This design comes from an exercise in tuning for small area and a short achievable clock period on the open sky130 flow, not from production work. The RTL was checked by simulation tests, not by an equivalence proof against the original design. Power is estimated from default activity; no workload was simulated.

==> config.mk <==
export PLATFORM = sky130hd
export DESIGN_NAME = rab_top
export DESIGN_NICKNAME = rab_top
export VERILOG_FILES = /design/flow/design.v
export SDC_FILE = /design/flow/constraint.sdc
export NUM_CORES = 4
export LEC_CHECK = 0
export CAP_MARGIN = 20
export CORE_MARGIN = 2
export CORE_UTILIZATION = 40
export SLEW_MARGIN = 20
==> constraint.sdc <==
create_clock -name core_clock -period 16.0 [get_ports {Clk_CI}]
set_input_delay 3.2000 -clock core_clock [delete_from_list [all_inputs] [get_ports {Clk_CI}]]
set_output_delay 3.2000 -clock core_clock [all_outputs]
set_load 0.01 [all_outputs]
==> design.v <==
package rab_axi_pkg;
  localparam int ADDR_VIRT_WIDTH = 32;
  localparam int ADDR_PHYS_WIDTH = 40;
  localparam int USER_WIDTH      = 6;   
  localparam int SIZE_LSB_WIDTH  = 3;   
  localparam int LEN_WIDTH         = 8;
  localparam int SIZE_WIDTH        = 3;
  localparam int BURST_BYTES_WIDTH = 16;
  typedef logic [ADDR_VIRT_WIDTH-1:0] virt_addr_t;
  typedef logic [ADDR_PHYS_WIDTH-1:0] phys_addr_t;
  typedef struct packed {
    virt_addr_t            addr;
    logic [LEN_WIDTH-1:0]  len;    
    logic [SIZE_WIDTH-1:0] size;   
    logic                  rw;     
    logic [USER_WIDTH-1:0] ctrl;
  } axi_req_t;
  typedef struct packed {
    virt_addr_t addr_min;   
    virt_addr_t addr_max;   
    logic       rw;
    logic       skip;       
  } burst_range_t;
endpackage
package rab_slice_pkg;
  localparam int N_SLICES       = 4;
  localparam int REGS_PER_SLICE = 4;
  localparam int CFG_ADDR_WIDTH = 4;
  localparam int CFG_DATA_WIDTH = 64;
  localparam int FIELD_WIDTH     = $clog2(REGS_PER_SLICE);
  localparam int SLICE_IDX_WIDTH = CFG_ADDR_WIDTH - FIELD_WIDTH;
  localparam int HIT_CNT_WIDTH   = $clog2(N_SLICES + 1);
  localparam logic [FIELD_WIDTH-1:0] REG_ADDR_START = 2'd0;
  localparam logic [FIELD_WIDTH-1:0] REG_ADDR_END   = 2'd1;
  localparam logic [FIELD_WIDTH-1:0] REG_OFFSET     = 2'd2;
  localparam logic [FIELD_WIDTH-1:0] REG_FLAGS      = 2'd3;
  typedef struct packed {
    logic en;
    logic rd_ok;
    logic wr_ok;
  } slice_flags_t;
  typedef struct packed {
    logic [31:0] addr_start;
    logic [31:0] addr_end;     
    logic [39:0] offset;     
    slice_flags_t            flags;
  } slice_entry_t;
  typedef struct packed {
    logic [CFG_ADDR_WIDTH-1:0] addr;
    logic [CFG_DATA_WIDTH-1:0] data;
  } cfg_write_t;
  typedef struct packed {
    logic [39:0] out_addr;
    logic                    hit;
    logic                    prot;
    logic                    multi;
  } lookup_t;
endpackage
import rab_axi_pkg::*;
module rab_burst_range (
  input  rab_axi_pkg::axi_req_t     req,
  output rab_axi_pkg::burst_range_t range
);
  logic [BURST_BYTES_WIDTH-1:0] burst_bytes;
  logic [SIZE_LSB_WIDTH-1:0]    mask;
  rab_axi_pkg::virt_addr_t                   align_addr;
  always_comb
  begin
    burst_bytes = (BURST_BYTES_WIDTH'(req.len) + 1'b1) << req.size;
    case (req.size)
      3'd1:    mask = 3'b110;
      3'd2:    mask = 3'b100;
      3'd3:    mask = 3'b000;
      default: mask = 3'b111;   
    endcase
    align_addr = {req.addr[ADDR_VIRT_WIDTH-1:SIZE_LSB_WIDTH],
                  req.addr[SIZE_LSB_WIDTH-1:0] & mask};
  end
  always_comb
  begin
    range.addr_min = req.addr;
    range.addr_max = align_addr + rab_axi_pkg::virt_addr_t'(burst_bytes) - 1'b1;
    range.rw       = req.rw;
    range.skip     = (req.ctrl == '1);
  end
endmodule
import rab_axi_pkg::*;
import rab_slice_pkg::*;
module rab_slice_table (
  input  logic                      Clk_CI,
  input  logic                      Rst_RBI,
  input  logic                      cfg_wen,
  input  rab_slice_pkg::cfg_write_t cfg_wr,
  input  rab_axi_pkg::burst_range_t sel_range,
  output rab_slice_pkg::lookup_t    result
);
  rab_axi_pkg::virt_addr_t    start_q  [N_SLICES];
  rab_axi_pkg::virt_addr_t    end_q    [N_SLICES];   
  rab_axi_pkg::phys_addr_t    offset_q [N_SLICES];
  logic [N_SLICES-1:0]        en_q;
  logic [N_SLICES-1:0]        rd_ok_q;
  logic [N_SLICES-1:0]        wr_ok_q;
  logic [SLICE_IDX_WIDTH-1:0] slice_sel;
  logic [FIELD_WIDTH-1:0]     field_sel;
  logic [N_SLICES-1:0]        slice_hit;
  logic [HIT_CNT_WIDTH-1:0]   hit_cnt;
  logic [SLICE_IDX_WIDTH-1:0] hit_idx;
  rab_axi_pkg::virt_addr_t                 hit_delta;   
  assign slice_sel = cfg_wr.addr[CFG_ADDR_WIDTH-1:FIELD_WIDTH];
  assign field_sel = cfg_wr.addr[FIELD_WIDTH-1:0];
  always_ff @(posedge Clk_CI or negedge Rst_RBI)
  begin
    if (!Rst_RBI)
    begin
      for (int i = 0; i < N_SLICES; i++)
      begin
        start_q[i]  <= '0;
        end_q[i]    <= '0;
        offset_q[i] <= '0;
        en_q[i]     <= 1'b0;
        rd_ok_q[i]  <= 1'b0;
        wr_ok_q[i]  <= 1'b0;
      end
    end
    else if (cfg_wen)
    begin
      case (field_sel)
        REG_ADDR_START:
          start_q[slice_sel] <= cfg_wr.data[ADDR_VIRT_WIDTH-1:0];
        REG_ADDR_END:
          end_q[slice_sel] <= cfg_wr.data[ADDR_VIRT_WIDTH-1:0];
        REG_OFFSET:
          offset_q[slice_sel] <= cfg_wr.data[ADDR_PHYS_WIDTH-1:0];
        default:
        begin
          en_q[slice_sel]    <= cfg_wr.data[0];
          rd_ok_q[slice_sel] <= cfg_wr.data[1];
          wr_ok_q[slice_sel] <= cfg_wr.data[2];
        end
      endcase
    end
  end
  always_comb
  begin
    for (int i = 0; i < N_SLICES; i++)
    begin
      slice_hit[i] = en_q[i]
                     && (start_q[i] <= sel_range.addr_min)
                     && (sel_range.addr_max <= end_q[i]);
    end
  end
  always_comb
  begin
    hit_cnt = '0;
    hit_idx = '0;
    for (int i = N_SLICES - 1; i >= 0; i--)
    begin
      if (slice_hit[i])
      begin
        hit_cnt = hit_cnt + 1'b1;
        hit_idx = SLICE_IDX_WIDTH'(i);
      end
    end
  end
  always_comb
  begin
    hit_delta    = sel_range.addr_min - start_q[hit_idx];
    result.hit   = |slice_hit;
    result.multi = (hit_cnt > HIT_CNT_WIDTH'(1));
    if (sel_range.rw)
    begin
      result.prot = result.hit & ~wr_ok_q[hit_idx];
    end
    else
    begin
      result.prot = result.hit & ~rd_ok_q[hit_idx];
    end
    result.out_addr = offset_q[hit_idx] + rab_axi_pkg::phys_addr_t'(hit_delta);
  end
endmodule
import rab_axi_pkg::*;
module rab_port_ctrl (
  input  logic                      Clk_CI,
  input  logic                      Rst_RBI,
  input  logic                      port1_valid,
  input  logic                      port2_valid,
  input  logic                      port1_sent,
  input  logic                      port2_sent,
  input  rab_axi_pkg::burst_range_t port1_range,
  input  rab_axi_pkg::burst_range_t port2_range,
  input  rab_slice_pkg::lookup_t    result,
  output rab_axi_pkg::burst_range_t sel_range,
  output logic                      port1_accept,
  output logic                      port1_drop,
  output logic                      port2_accept,
  output logic                      port2_drop,
  output logic                      int_miss,
  output logic                      int_prot,
  output logic                      int_multi,
  output rab_axi_pkg::phys_addr_t   out_addr
);
  typedef enum logic [1:0] {
    ST_IDLE,
    ST_ACCEPT,   
    ST_DROP      
  } state_t;
  state_t     state_q;
  logic       prio_p1_q;     
  logic       served_p1_q;   
  logic       select_p1;
  logic       req_valid;
  logic       sent;
  logic       dec_accept;
  logic       dec_miss;
  logic       dec_prot;
  logic       dec_multi;
  rab_axi_pkg::phys_addr_t dec_addr;
  assign select_p1 = (prio_p1_q & port1_valid) | ~port2_valid;
  assign sel_range = select_p1 ? port1_range : port2_range;
  assign req_valid = port1_valid | port2_valid;
  assign sent      = served_p1_q ? port1_sent : port2_sent;
  always_comb
  begin
    dec_accept = 1'b0;
    dec_miss   = 1'b0;
    dec_prot   = 1'b0;
    dec_multi  = 1'b0;
    dec_addr   = result.out_addr;
    if (sel_range.skip)
    begin
      dec_accept = 1'b1;
      dec_addr   = rab_axi_pkg::phys_addr_t'(sel_range.addr_min);   
    end
    else if (result.multi)
      dec_multi = 1'b1;
    else if (!result.hit)
      dec_miss = 1'b1;
    else if (result.prot)
      dec_prot = 1'b1;
    else
      dec_accept = 1'b1;
  end
  always_ff @(posedge Clk_CI or negedge Rst_RBI)
  begin
    if (!Rst_RBI)
    begin
      state_q      <= ST_IDLE;
      prio_p1_q    <= 1'b0;   
      served_p1_q  <= 1'b0;
      port1_accept <= 1'b0;
      port2_accept <= 1'b0;
      port1_drop   <= 1'b0;
      port2_drop   <= 1'b0;
      int_miss     <= 1'b0;
      int_prot     <= 1'b0;
      int_multi    <= 1'b0;
      out_addr     <= '0;
    end
    else
    begin
      port1_drop <= 1'b0;
      port2_drop <= 1'b0;
      int_miss   <= 1'b0;
      int_prot   <= 1'b0;
      int_multi  <= 1'b0;
      case (state_q)
        ST_IDLE:
          if (req_valid)
          begin
            served_p1_q  <= select_p1;
            prio_p1_q    <= ~select_p1;   
            port1_accept <= dec_accept & select_p1;
            port2_accept <= dec_accept & ~select_p1;
            port1_drop   <= ~dec_accept & select_p1;
            port2_drop   <= ~dec_accept & ~select_p1;
            int_miss     <= dec_miss;
            int_prot     <= dec_prot;
            int_multi    <= dec_multi;
            if (dec_accept)
            begin
              out_addr <= dec_addr;
              state_q  <= ST_ACCEPT;
            end
            else
              state_q <= ST_DROP;
          end
        ST_ACCEPT:
          if (sent)
          begin
            port1_accept <= 1'b0;
            port2_accept <= 1'b0;
            state_q      <= ST_IDLE;
          end
        default:
          state_q <= ST_IDLE;   
      endcase
    end
  end
endmodule
import rab_axi_pkg::*;
import rab_slice_pkg::*;
module rab_core (
  input  logic                      Clk_CI,
  input  logic                      Rst_RBI,
  input  rab_axi_pkg::axi_req_t     port1_req,
  input  rab_axi_pkg::axi_req_t     port2_req,
  input  logic                      port1_valid,
  input  logic                      port2_valid,
  input  logic                      port1_sent,
  input  logic                      port2_sent,
  input  logic                      cfg_wen,
  input  rab_slice_pkg::cfg_write_t cfg_wr,
  output logic                      port1_accept,
  output logic                      port1_drop,
  output logic                      port2_accept,
  output logic                      port2_drop,
  output logic                      int_miss,
  output logic                      int_prot,
  output logic                      int_multi,
  output rab_axi_pkg::phys_addr_t   out_addr
);
  rab_axi_pkg::burst_range_t port1_range;
  rab_axi_pkg::burst_range_t port2_range;
  rab_axi_pkg::burst_range_t sel_range;   
  rab_slice_pkg::lookup_t    result;
  rab_burst_range u_port1_range (
    .req   (port1_req),
    .range (port1_range)
  );
  rab_burst_range u_port2_range (
    .req   (port2_req),
    .range (port2_range)
  );
  rab_slice_table u_slice_table (
    .Clk_CI    (Clk_CI),
    .Rst_RBI   (Rst_RBI),
    .cfg_wen   (cfg_wen),
    .cfg_wr    (cfg_wr),
    .sel_range (sel_range),
    .result    (result)
  );
  rab_port_ctrl u_port_ctrl (
    .Clk_CI       (Clk_CI),
    .Rst_RBI      (Rst_RBI),
    .port1_valid  (port1_valid),
    .port2_valid  (port2_valid),
    .port1_sent   (port1_sent),
    .port2_sent   (port2_sent),
    .port1_range  (port1_range),
    .port2_range  (port2_range),
    .result       (result),
    .sel_range    (sel_range),
    .port1_accept (port1_accept),
    .port1_drop   (port1_drop),
    .port2_accept (port2_accept),
    .port2_drop   (port2_drop),
    .int_miss     (int_miss),
    .int_prot     (int_prot),
    .int_multi    (int_multi),
    .out_addr     (out_addr)
  );
endmodule
module rab_top (
  input  logic        Clk_CI,
  input  logic        Rst_RBI,
  input  logic [31:0] port1_addr,
  input  logic [7:0]  port1_len,
  input  logic [2:0]  port1_size,
  input  logic        port1_rw,
  input  logic [5:0]  port1_ctrl,
  input  logic [31:0] port2_addr,
  input  logic [7:0]  port2_len,
  input  logic [2:0]  port2_size,
  input  logic        port2_rw,
  input  logic [5:0]  port2_ctrl,
  input  logic        port1_valid,
  input  logic        port2_valid,
  input  logic        port1_sent,
  input  logic        port2_sent,
  input  logic        cfg_wen,
  input  logic [3:0]  cfg_addr,
  input  logic [63:0] cfg_data,
  output logic        port1_accept,
  output logic        port1_drop,
  output logic        port2_accept,
  output logic        port2_drop,
  output logic        int_miss,
  output logic        int_prot,
  output logic        int_multi,
  output logic [39:0] out_addr
);
  rab_axi_pkg::axi_req_t     port1_req;
  rab_axi_pkg::axi_req_t     port2_req;
  rab_slice_pkg::cfg_write_t cfg_wr;
  assign port1_req.addr = port1_addr;
  assign port1_req.len  = port1_len;
  assign port1_req.size = port1_size;
  assign port1_req.rw   = port1_rw;
  assign port1_req.ctrl = port1_ctrl;
  assign port2_req.addr = port2_addr;
  assign port2_req.len  = port2_len;
  assign port2_req.size = port2_size;
  assign port2_req.rw   = port2_rw;
  assign port2_req.ctrl = port2_ctrl;
  assign cfg_wr.addr    = cfg_addr;
  assign cfg_wr.data    = cfg_data;
  rab_core u_core (
    .Clk_CI       (Clk_CI),
    .Rst_RBI      (Rst_RBI),
    .port1_req    (port1_req),
    .port2_req    (port2_req),
    .port1_valid  (port1_valid),
    .port2_valid  (port2_valid),
    .port1_sent   (port1_sent),
    .port2_sent   (port2_sent),
    .cfg_wen      (cfg_wen),
    .cfg_wr       (cfg_wr),
    .port1_accept (port1_accept),
    .port1_drop   (port1_drop),
    .port2_accept (port2_accept),
    .port2_drop   (port2_drop),
    .int_miss     (int_miss),
    .int_prot     (int_prot),
    .int_multi    (int_multi),
    .out_addr     (out_addr)
  );
endmodule
==> run.sh <==
#!/bin/bash
# synth_recipe.tcl (not shown) runs the flow's synth.tcl, then flattens the netlist and writes it again
# the make line also repeats each setting of config.mk as NAME=value (left out here)
make -C /OpenROAD-flow-scripts/flow DESIGN_CONFIG=/design/flow/config.mk WORK_HOME=/design/flow/orfs CLKGATE_MAP_FILE= SYNTH_SCRIPT=/design/flow/synth_recipe.tcl finish
==> key figures <==
Floorplanning
  – Die X: 299.1 um
  – Io pins: 222
  – Floorplan die height: 299.1 um
  – Die ar.: 89,430 um2
  – Core box area: 86,480 um2
  – # rows: 108
  – Initial Utilization: 40.27%

GRT
  – Vias in the first global route: 28,863
  – Gr usage total: 23.65%
  – Met3 usage: 2.732%
  – Global-route wire length before repair: 165,500 um
  – GRT met2 Usage: 39.86%
  – Initial antenna violation count: 7
  – Pin count of the biggest net entering global routing: 145
  – Busiest metal layer after global routing: met2
  – GRT overflow: 0
  – Grt met1 use: 30.59%

Final layout
  – Final core utilization: 49.24%
  – Most common cell after layout, fill and taps aside: dfrtp_1
  – Fill count: 8,206
  – Nets: 4,736
  – Most frequent cells in the layout: 479 x dfrtp_1, 418 x mux2_2, 418 x ha_1
  – Share of post-route cells with drive strength above 1: 22.69%
  – Area growth, synth to finish: 22.29%

Power
  – Maximum VDD drop: 0.1465 mV
  – PD cells: 189.8 nW/um2
  – Leak Pwr: 0.02039 uW

Setup path
  – RR Endpoint: u_core.u_port_ctrl.out_addr[36]
  – CP max stage delay: 510 ps
  – CP Buf/Inv Count: 8
  – Critical Path End: u_core.u_port_ctrl.out_addr[36]
  – Crit path max fanout: 5
  – CP Launch Type: input port
  – Worst path most repeated cell: ha_1
  – Reg2Reg Depth: 42
  – Delay-heaviest family, CP: compound AO/OA/AOI/OAI gates
  – WP depth: 65
  – CP max-delay cell: clkdlybuf4s50_1
  – Worst Path Class, Setup: input port to flip-flop
  – WP data arrival: 15,690 ps
  – Crit end category: flip-flop
  – Launching point of the worst reg2reg path: u_core.u_port_ctrl.prio_p1_q
  – CP Launch Point: port2_len[0]
  – Worst endpoint required time: 16,530 ps
  – Worst reg-to-reg setup slack: 5650 ps

CTS
  – Clk pin slew, worst setup/hold paths: 70 ps
  – CTS Buf Count: 54
  – CTS tree: yes
  – Clock latency (worst-skew pair): 650 ps
  – H-tree lvl count: 2
  – Root buf cell: clkbuf_16
  – Num Clock Sinks: 479
  – Max clock buf depth: 3
  – Hold_buf cts: 0

Routing
  – DRC viols: 0
  – DRT Pass-1 Iters: 8
  – Vias per cell: 5.372
  – Initial DRC count: 2,040
  – Vias: 28,667
  – Routed WL: 105,700 um
  – Final ANT Viol Nets: 0
  – Post-DR wirelength/cell: 19.81 um

Logic synthesis
  – Avg Cell Area, Syn: 9.476 um2
  – Post-Syn Nets: 4,274
  – Largest cells by area after synthesis: dfrtp_1 34%, ha_1 15%, mux2_2 14%
  – EDFF count, synth: 0
  – Synthesis Warnings: 6
  – Top FF cell, synth: dfrtp_1
  – Register area share after synthesis: 34.42%
  – Post-synth top area share: 34.42%
  – Synth Register Bits: 479
  – Netlist cell types: 85
  – Post-synth ARST share: 100.0%
  – Synth Instances: 3,675
  – Cell Area, Synth: 34,820 um2
  – Largest area contributor in the synthesized netlist: dfrtp_1

Placed design
  – RePlAce Congestion: 0.9018
  – Post-DP HPWL: 80,850 um
  – Dpl ws: -648.0 ps
  – IO buf count: 197

Timing
  – Setup TNS Final: 0 ps
  – Final Critical Period: 15,160 ps
  – Setup Skew: 64.41 ps
  – Final worst slack: 835.8 ps
  – Tcrit/Tclk final: 94.78%
  – Hold WS: 488.9 ps
  – Max Slew Vio Count: 0
  – Setup-failing EPs final: 0
  – Worst-margin pin slew: 1072 ps
  – Final hold vios: 0
  – Rel. slew slack: 26.48%
  – Fmax: 65.94 MHz

Worst hold path
  – Hold WC Path Type: flip-flop to flip-flop

Flow run
  – Max-cap viol count: 0

Run status
  – Status: no timing/DRC/antenna violations
[cell usage after synthesis (36+ instances only)]
cell type,instances
nor3_1,40
ha_1,420
nor2_1,155
o21ai_0,167
nand3_1,65
inv_1,334
a221o_1,40
clkbuf_1,129
a21oi_1,307
dfrtp_1,479
nand4_1,56
nand2_1,384
a21o_1,62
xnor2_1,87
mux2_2,418
nor2b_1,36
[per-stage QoR]
stage	total power, uW	std cells	cell area [um2]
finish	8084	5336	42590
global route	8773	5336	42590
CTS	8098	5332	42420
detailed placement	6691	5235	40470
global placement	6618	5234	40460
floorplan	4717	3675	34820
[sequential cells by signal (all words and copies together) (netlist names), 2 cells and up]
signal,count
u_core.u_slice_table.wr_ok_q,4
u_core.u_slice_table.offset_q,160
u_core.u_slice_table.end_q,128
u_core.u_slice_table.rd_ok_q,4
u_core.u_slice_table.start_q,128
u_core.u_port_ctrl.out_addr,40
u_core.u_port_ctrl.state_q,2
u_core.u_slice_table.en_q,4
[cell families after synthesis]
| logic type | count (synthesis) | synth area share, % |
|---|---|---|
| mux | 467 | 15.03 |
| compound gates | 821 | 15.14 |
| simple gates | 863 | 11.53 |
| buf+inv | 499 | 5.497 |
| flops | 479 | 34.42 |
| xor+xnor | 122 | 3.068 |
| fa+ha+maj | 424 | 15.32 |
[worst reg2reg max path: cells and delay by family, from the launching register on]
kind | cells | cell delay [ps]
buffers and inverters | 3 | 850
AO/OA/AOI/OAI | 20 | 4410
XOR/XNOR | 2 | 300
flip-flops | 1 | 390
AND/OR/NAND/NOR | 13 | 3210
adder cells (fa/ha/maj) | 4 | 1130
[cell type report]
cell class / count / area [um2] / area share [%]
flip-flops and latches: 479 / 11990 / 28.15
multi-input cells: 2697 / 21140 / 49.64
clock inverters: 24 / 394.1 / 0.9255
clock buffers: 73 / 1554 / 3.649
repair buffers: 569 / 4798 / 11.27
well taps: 1155 / 1445 / 3.393
diodes: 3 / 7.507 / 0.01763
inverters: 336 / 1261 / 2.961
[metal layers]
layer	vias up	share of wire [%]
li1	14057	-
met1	13848	44
met2	564	47
met3	192	3.8
met4	6	4.6
met5	-	0.029
[where the power goes]
group / internal, uW / switching [uW]
clock: 825 / 539
sequential: 1520 / 192
combinational: 2430 / 2580
total: 4780 / 3310
[worst min path at each step]
| stage | slack, ps | start | depth (start not counted) | end |
|---|---|---|---|---|
| 2_1_floorplan | 450 | u_core.u_slice_table.wr_ok_q[0] | 2 | u_core.u_slice_table.wr_ok_q[0] |
| 3_3_place_gp | 470 | u_core.u_slice_table.wr_ok_q[0] | 2 | u_core.u_slice_table.wr_ok_q[0] |
| 3_5_place_dp | 480 | u_core.u_port_ctrl.out_addr[16] | 1 | u_core.u_port_ctrl.out_addr[16] |
| 4_1_cts | 500 | u_core.u_port_ctrl.out_addr[29] | 1 | u_core.u_port_ctrl.out_addr[29] |
| 5_1_grt | 510 | u_core.u_slice_table.end_q[1][20] | 1 | u_core.u_slice_table.end_q[1][20] |
| 6_report | 490 | u_core.u_port_ctrl.out_addr[16] | 1 | u_core.u_port_ctrl.out_addr[16] |
[repair_timing]
item / CTS / global route
endpoints found under the setup margin: 1 / 24
pin swaps: 0 / 8
setup buffers: 0 / 1
gates resized for setup: 1 / 39

-- what the ideal ports hide --
The flow's constraints put no driver on any port. The routed layout listed below was extracted and timed again, unchanged, in two steps. Step 1, drivers: a clkbuf_16 drives Clk_CI and a buf_2 each remaining input, both assumed. Step 2 adds t to the input delays and takes it off the output delays; t is the mean of the earliest and latest rising clock arrival at the registers after step 1. Input paths then give back, and output paths get back, about the clock's delay inside the block. Slacks: no drivers / after step 1 / after step 2; pairs: no drivers / after step 1.
t (ns): 0.689
setup WS [ns]: 0.836 / 0.881 / 0.192
latest minus earliest clock arrival (ns): 0.070 / 0.070
After both steps setup and hold are still met in this run. For this run, drivers alone change the setup slack by +0.045 ns; drivers and shift together by -0.644 ns.
